From an optimization exercise on the open Yosys and OpenROAD flow, aimed at small area, a short achievable clock period and few clock cycles per item; shortcuts taken in it are not production practice.
At most, simulation tests tie the RTL to the original design; equivalence was not proved.
No activity file was given, so power comes from the tool's default toggle rates.

## the baseline
## mac_array
module mac_array #(
  parameter int DATA_WIDTH = 8,
  parameter int ACC_WIDTH  = 16,
  parameter int NUM_LANES  = 8,
  parameter int VEC_LEN    = 8,
  parameter int SIGNED     = 1
) (
  input  logic                           clk,
  input  logic                           rst_n,
  input  logic                           clr,
  input  logic                           in_valid,
  output logic                           in_ready,
  input  logic [NUM_LANES*DATA_WIDTH-1:0] a_in,
  input  logic [DATA_WIDTH-1:0]          b_in,
  input  logic                           sat_en,
  output logic                           out_valid,
  input  logic                           out_ready,
  output logic [NUM_LANES*ACC_WIDTH-1:0] acc_out,
  output logic [NUM_LANES-1:0]           overflow,
  output logic                           busy
);
  logic [2:0] cnt;           
  logic v1, v2;              
  logic first1, last1, sat1;
  logic first2, last2, sat2;
  logic first2_n;            
  logic [11:0] benc, benc_n;   
  logic [11:0] benc_d;
  assign benc_d = mac_pkg::booth_enc(b_in);
  logic hold, accept, move, step;
  logic blk;                 
  logic v1_n, v2_n, ov_n;
  assign hold = out_valid && !out_ready;
  assign step = v2 && !hold;                  
  assign move = v1 && !(v2 && hold);          
  assign in_ready = !clr && !(blk && !out_ready);
  assign accept = in_valid && in_ready;
  assign busy = (cnt != 3'd0) || (v1 && last1) || (v2 && last2) || out_valid;
  always_comb begin
    v1_n = v1;
    v2_n = v2;
    ov_n = out_valid;
    if (clr) begin
      v1_n = 1'b0;
      v2_n = 1'b0;
      ov_n = 1'b0;
    end else begin
      if (accept) v1_n = 1'b1;
      else if (move) v1_n = 1'b0;
      if (move) v2_n = 1'b1;
      else if (step) v2_n = 1'b0;
      if (step && last2) ov_n = 1'b1;
      else if (out_valid && out_ready) ov_n = 1'b0;
    end
  end
  always_ff @(posedge clk or negedge rst_n) begin
    if (!rst_n) begin
      cnt <= '0;
      v1 <= 1'b0;
      v2 <= 1'b0;
      out_valid <= 1'b0;
      blk <= 1'b0;
    end else begin
      if (clr) cnt <= '0;
      else if (accept) cnt <= cnt + 1'b1;
      v1 <= v1_n;
      v2 <= v2_n;
      out_valid <= ov_n;
      blk <= v1_n && v2_n && ov_n;
    end
  ...
Settings: LEC_CHECK=0, CAP_MARGIN=20, CORE_MARGIN=2, CORE_UTILIZATION=40, SETUP_SLACK_MARGIN=3.0, SLEW_MARGIN=20; clock period 6.0 ns.
standard.sh (not shown) runs the stock make flow with config.mk's settings and CLKGATE_MAP_FILE= SYNTH_SCRIPT=/design/flow/synth_recipe.tcl, a recipe that flattens the netlist after the stock synthesis.
==> flow/flow/run.sh <==
#!/bin/bash
# Own layout flow: the standard layout (standard synthesis unchanged), with each port buffered
# by a buf_2 instead of the default delay-buffer cell, and with Yosys/ABC's buffers removed at
# floorplan instead of a timing repair before placement (timing is repaired after placement).
# The make output goes to flow_make.log here.
set -euo pipefail
cd "$(dirname "$0")/.."
bash standard.sh 'BUFFER_PORTS_ARGS=-buffer_cell sky130_fd_sc_hd__buf_2' 'REMOVE_ABC_BUFFERS=1' finish > flow_make.log 2>&1
## Diff of input files: the candidate against the baseline
==> flow/flow/run.sh <==
#!/bin/bash
# Own layout flow: the standard layout (standard synthesis unchanged), with each port buffered
# by a buf_2 instead of the default delay-buffer cell. The make output goes to flow_make.log here.
set -euo pipefail
cd "$(dirname "$0")/.."
bash standard.sh 'BUFFER_PORTS_ARGS=-buffer_cell sky130_fd_sc_hd__buf_2' finish > flow_make.log 2>&1
Notes after the runs:
The final layout from the candidate, which completed every stage, passed the timing, design-rule and antenna checks at the end of the flow. The candidate against the baseline: number of antenna cells inserted now larger; final cell count now larger; core occupancy in the finished layout now larger; starting DRC count in detailed routing now larger; post-route minimum period now larger. When the final numbers for the baseline and the candidate were put side by side, the transition at the pin with the smallest max-transition slack turned out to be smaller in the candidate. The candidate against the baseline: fmax lost 0.87%, wire length picked up an extra 420 um, post-DP HPWL picked up an extra 1.5%. The baseline was smaller in final cell area than the candidate.
No functional check of the RTL was part of any run of this note.

* * *

## run 1
Another version of the RTL of mac_array (not shown whole).
Size: about 2600 cells after synthesis, roughly 250 flip-flops, roughly 220 I/O pins, roughly 26000 um2 of cells after synthesis.
// mac_array
module mac_array #(
  parameter int DATA_WIDTH = 8,
  parameter int ACC_WIDTH  = 16,
  parameter int NUM_LANES  = 8,
  parameter int VEC_LEN    = 8,
  parameter int SIGNED     = 1
) (
  input  logic                           clk,
  input  logic                           rst_n,
  input  logic                           clr,
  input  logic                           in_valid,
  output logic                           in_ready,
  input  logic [NUM_LANES*DATA_WIDTH-1:0] a_in,
  input  logic [DATA_WIDTH-1:0]          b_in,
  input  logic                           sat_en,
  output logic                           out_valid,
  input  logic                           out_ready,
  output logic [NUM_LANES*ACC_WIDTH-1:0] acc_out,
  output logic [NUM_LANES-1:0]           overflow,
  output logic                           busy
);
export LEC_CHECK = 0
export CAP_MARGIN = 20
export CORE_MARGIN = 2
export CORE_UTILIZATION = 40
export SETUP_SLACK_MARGIN = 2.0
export SLEW_MARGIN = 20
create_clock -name core_clock -period 6.0 [get_ports {clk}]
==> flow/flow/run.sh <==
#!/bin/bash
# Own layout flow: the standard layout (standard synthesis unchanged), with each port buffered
# by a buf_2 instead of the default delay-buffer cell, and with Yosys/ABC's buffers removed at
# floorplan instead of a timing repair before placement (timing is repaired after placement).
# The make output goes to flow_make.log here.
set -euo pipefail
cd "$(dirname "$0")/.."
bash standard.sh 'BUFFER_PORTS_ARGS=-buffer_cell sky130_fd_sc_hd__buf_2' 'REMOVE_ABC_BUFFERS=1' finish > flow_make.log 2>&1
In summary, run 1 completed successfully, with a layout that passed the timing, design-rule and antenna checks.
Testbench counts of run 1, summed over its fixed seeds: cycles 3,088, vectors 384.
> inputs changed (run 1 -> run 2)
# run 1
export LEC_CHECK = 0
export CAP_MARGIN = 20
export CORE_MARGIN = 2
export CORE_UTILIZATION = 40
export SETUP_SLACK_MARGIN = 2.0
export SLEW_MARGIN = 20
create_clock -name core_clock -period 6.0 [get_ports {clk}]
# run 2
export LEC_CHECK = 0
export CAP_MARGIN = 20
export CORE_MARGIN = 2
export CORE_UTILIZATION = 40
export SETUP_SLACK_MARGIN = 1.6
export SLEW_MARGIN = 20
export TNS_END_PERCENT = 25
create_clock -name core_clock -period 6.0 [get_ports {clk}]
==> flow/flow/run.sh <==
#!/bin/bash
# Own layout flow: the standard layout (standard synthesis unchanged), with each port buffered
# by a buf_2 instead of the default delay-buffer cell. The make output goes to flow_make.log here.
set -euo pipefail
cd "$(dirname "$0")/.."
bash standard.sh 'BUFFER_PORTS_ARGS=-buffer_cell sky130_fd_sc_hd__buf_2' finish > flow_make.log 2>&1
Via count of the first global-routing pass | run 2 below run 1
Run 2: count of buffers added by post-CTS timing repair for setup lower than run 1
STATUS wire length of the first global-routing pass: run 2 wins against run 1
Cell area improves in run 2 relative to run 1.
Final critical path time including I/O delays and setup delta (run 2 − run 1): unfavourable
Compared to run 1, run 2 has global routing met2 resource utilization 0.26 points lower.
--- input diff run 2..run 3 ---
# run 2
export LEC_CHECK = 0
export CAP_MARGIN = 20
export CORE_MARGIN = 2
export CORE_UTILIZATION = 40
export SETUP_SLACK_MARGIN = 1.6
export SLEW_MARGIN = 20
export TNS_END_PERCENT = 25
create_clock -name core_clock -period 6.0 [get_ports {clk}]
# run 3
export LEC_CHECK = 0
export CAP_MARGIN = 20
export CORE_MARGIN = 2
export CORE_UTILIZATION = 40
export SETUP_SLACK_MARGIN = 1.8
export SLEW_MARGIN = 20
export TNS_END_PERCENT = 25
create_clock -name core_clock -period 6.0 [get_ports {clk}]
[summary]
When run 3 is set beside run 2, its worst reg-to-reg setup slack turns out to be 0.18 ns larger.
Data arrival time of the critical path was higher in run 2 than in run 3.
Fraction of area in registers, run 3 and run 2, lower one = run 3.
Maximum vdd drop in run 3 is about 1.1% above run 2.
Delta (run 3 minus run 2): final critical path time including I/O delays and setup has decreased, total power has increased.
The inputs of run 4 differ from those of run 3 as listed below.
# run 3
export LEC_CHECK = 0
export CAP_MARGIN = 20
export CORE_MARGIN = 2
export CORE_UTILIZATION = 40
export SETUP_SLACK_MARGIN = 1.8
export SLEW_MARGIN = 20
export TNS_END_PERCENT = 25
create_clock -name core_clock -period 6.0 [get_ports {clk}]
# run 4
export LEC_CHECK = 0
export CAP_MARGIN = 20
export CORE_MARGIN = 2
export CORE_UTILIZATION = 40
export SETUP_SLACK_MARGIN = 1.8
export SLEW_MARGIN = 20
create_clock -name core_clock -period 6.0 [get_ports {clk}]
[summary]
Run 3 vs run 4, cell with the largest stage delay on the worst path: fa_2 vs fa_1
Compared with run 3, in run 4 clock power comparable; total chip power rose 0.32 mW.
Run 4 ended with less via-per-instance ratio than run 3.
#### Input delta (run 5 over run 4)
# run 4
export LEC_CHECK = 0
export CAP_MARGIN = 20
export CORE_MARGIN = 2
export CORE_UTILIZATION = 40
export SETUP_SLACK_MARGIN = 1.8
export SLEW_MARGIN = 20
create_clock -name core_clock -period 6.0 [get_ports {clk}]
# run 5
export LEC_CHECK = 0
export CAP_MARGIN = 20
export CORE_MARGIN = 2
export CORE_UTILIZATION = 40
export SETUP_SLACK_MARGIN = 2.0
export SLEW_MARGIN = 20
export TNS_END_PERCENT = 25
create_clock -name core_clock -period 6.0 [get_ports {clk}]
Findings:
Run 5 finished all stages; the layout is clean.
In run 5, the clock network fraction of total power came out 0.4 points below the value in run 4.
Share of the core filled with cells in the final layout was higher in the run labelled run 5.
In the flow results for run 5 and run 4, the total number of nets in the final design is smaller on run 4.
Between run 4 and run 5, the minimum setup slack in the final design figures differ only marginally.
Maximum achievable frequency across run 5 and run 4: no real change.
Est. power | run 5 vs run 4 | run 5 higher
The following lists how run 6 was set up differently from run 5:
==> flow/flow/run.sh <==
#!/bin/bash
# Own layout flow: the standard layout (standard synthesis unchanged), with each port buffered
# by a buf_2 instead of the default delay-buffer cell, and with timing repair free to resize a cell
# to any cell of the same function (not only the same footprint).
# The make output goes to flow_make.log here.
set -euo pipefail
cd "$(dirname "$0")/.."
bash standard.sh 'BUFFER_PORTS_ARGS=-buffer_cell sky130_fd_sc_hd__buf_2' 'MATCH_CELL_FOOTPRINT=0' finish > flow_make.log 2>&1
### Flow results
Diff run 5 -> run 6: share of the final layout cell area in sequential cells higher; area added between synthesis and finish lower; wire length lower.
Comparing run 6 and run 5, design internal power is lower on run 6.
Sum of internal, switching and leakage power on run 6 is ahead of run 5.
Looking at total buffers and inverters traversed by the critical path, run 6 sits 2 lower than run 5 does.
Utilization run 5 -> run 6: down
Run comparison: run 6 endpoint of the most critical setup path g_lane[2].u_lane.pend; run 5 endpoint of the most critical setup path g_lane[0].u_lane.wacc[13]
Compared with run 5, in run 6 power share of the combinational group went down 0.2 points, total met2 wirelength after detailed routing shows a reduction of 560 um.

==> re-timing with driven ports <==
Ports are ideal in the flow. The routed layouts listed here were re-timed in OpenROAD. Step 1, drivers: a clkbuf_16 drives clk and a buf_2 each remaining input, both assumed. Step 2 times the ports against the registers' clock, not the clock port: input delays grow and output delays shrink by t, the midpoint of the rising clock arrivals with the driver on. a / b / c = no drivers / after step 1 / after step 2; a / b = the first two.
run | shift t [ns] | slack for setup (ns) | clock arrival spread, ns | slew at the worst register clock pin (ns)
the baseline | 0.669 | 2.600 / 2.600 / 2.600 | 0.041 / 0.041 | 0.06 / 0.06
the candidate | 0.700 | 2.570 / 2.570 / 2.554 | 0.069 / 0.070 | 0.07 / 0.07
run 1 | 0.669 | 1.821 / 1.821 / 1.821 | 0.038 / 0.039 | 0.07 / 0.07
run 2 | 0.601 | 1.656 / 1.656 / 1.656 | 0.037 / 0.037 | 0.06 / 0.06
run 3 | 0.608 | 1.834 / 1.834 / 1.834 | 0.036 / 0.036 | 0.06 / 0.06
run 4 | 0.647 | 1.854 / 1.854 / 1.854 | 0.018 / 0.019 | 0.07 / 0.07
run 5 | 0.608 | 1.853 / 1.853 / 1.853 | 0.034 / 0.034 | 0.07 / 0.07
run 6 | 0.608 | 1.859 / 1.859 / 1.859 | 0.036 / 0.036 | 0.07 / 0.07
After both steps every run listed still meets setup and hold. The setup slack of the candidate, which loses most, moves by 0.000 ns with the drivers and by -0.016 ns with both steps.
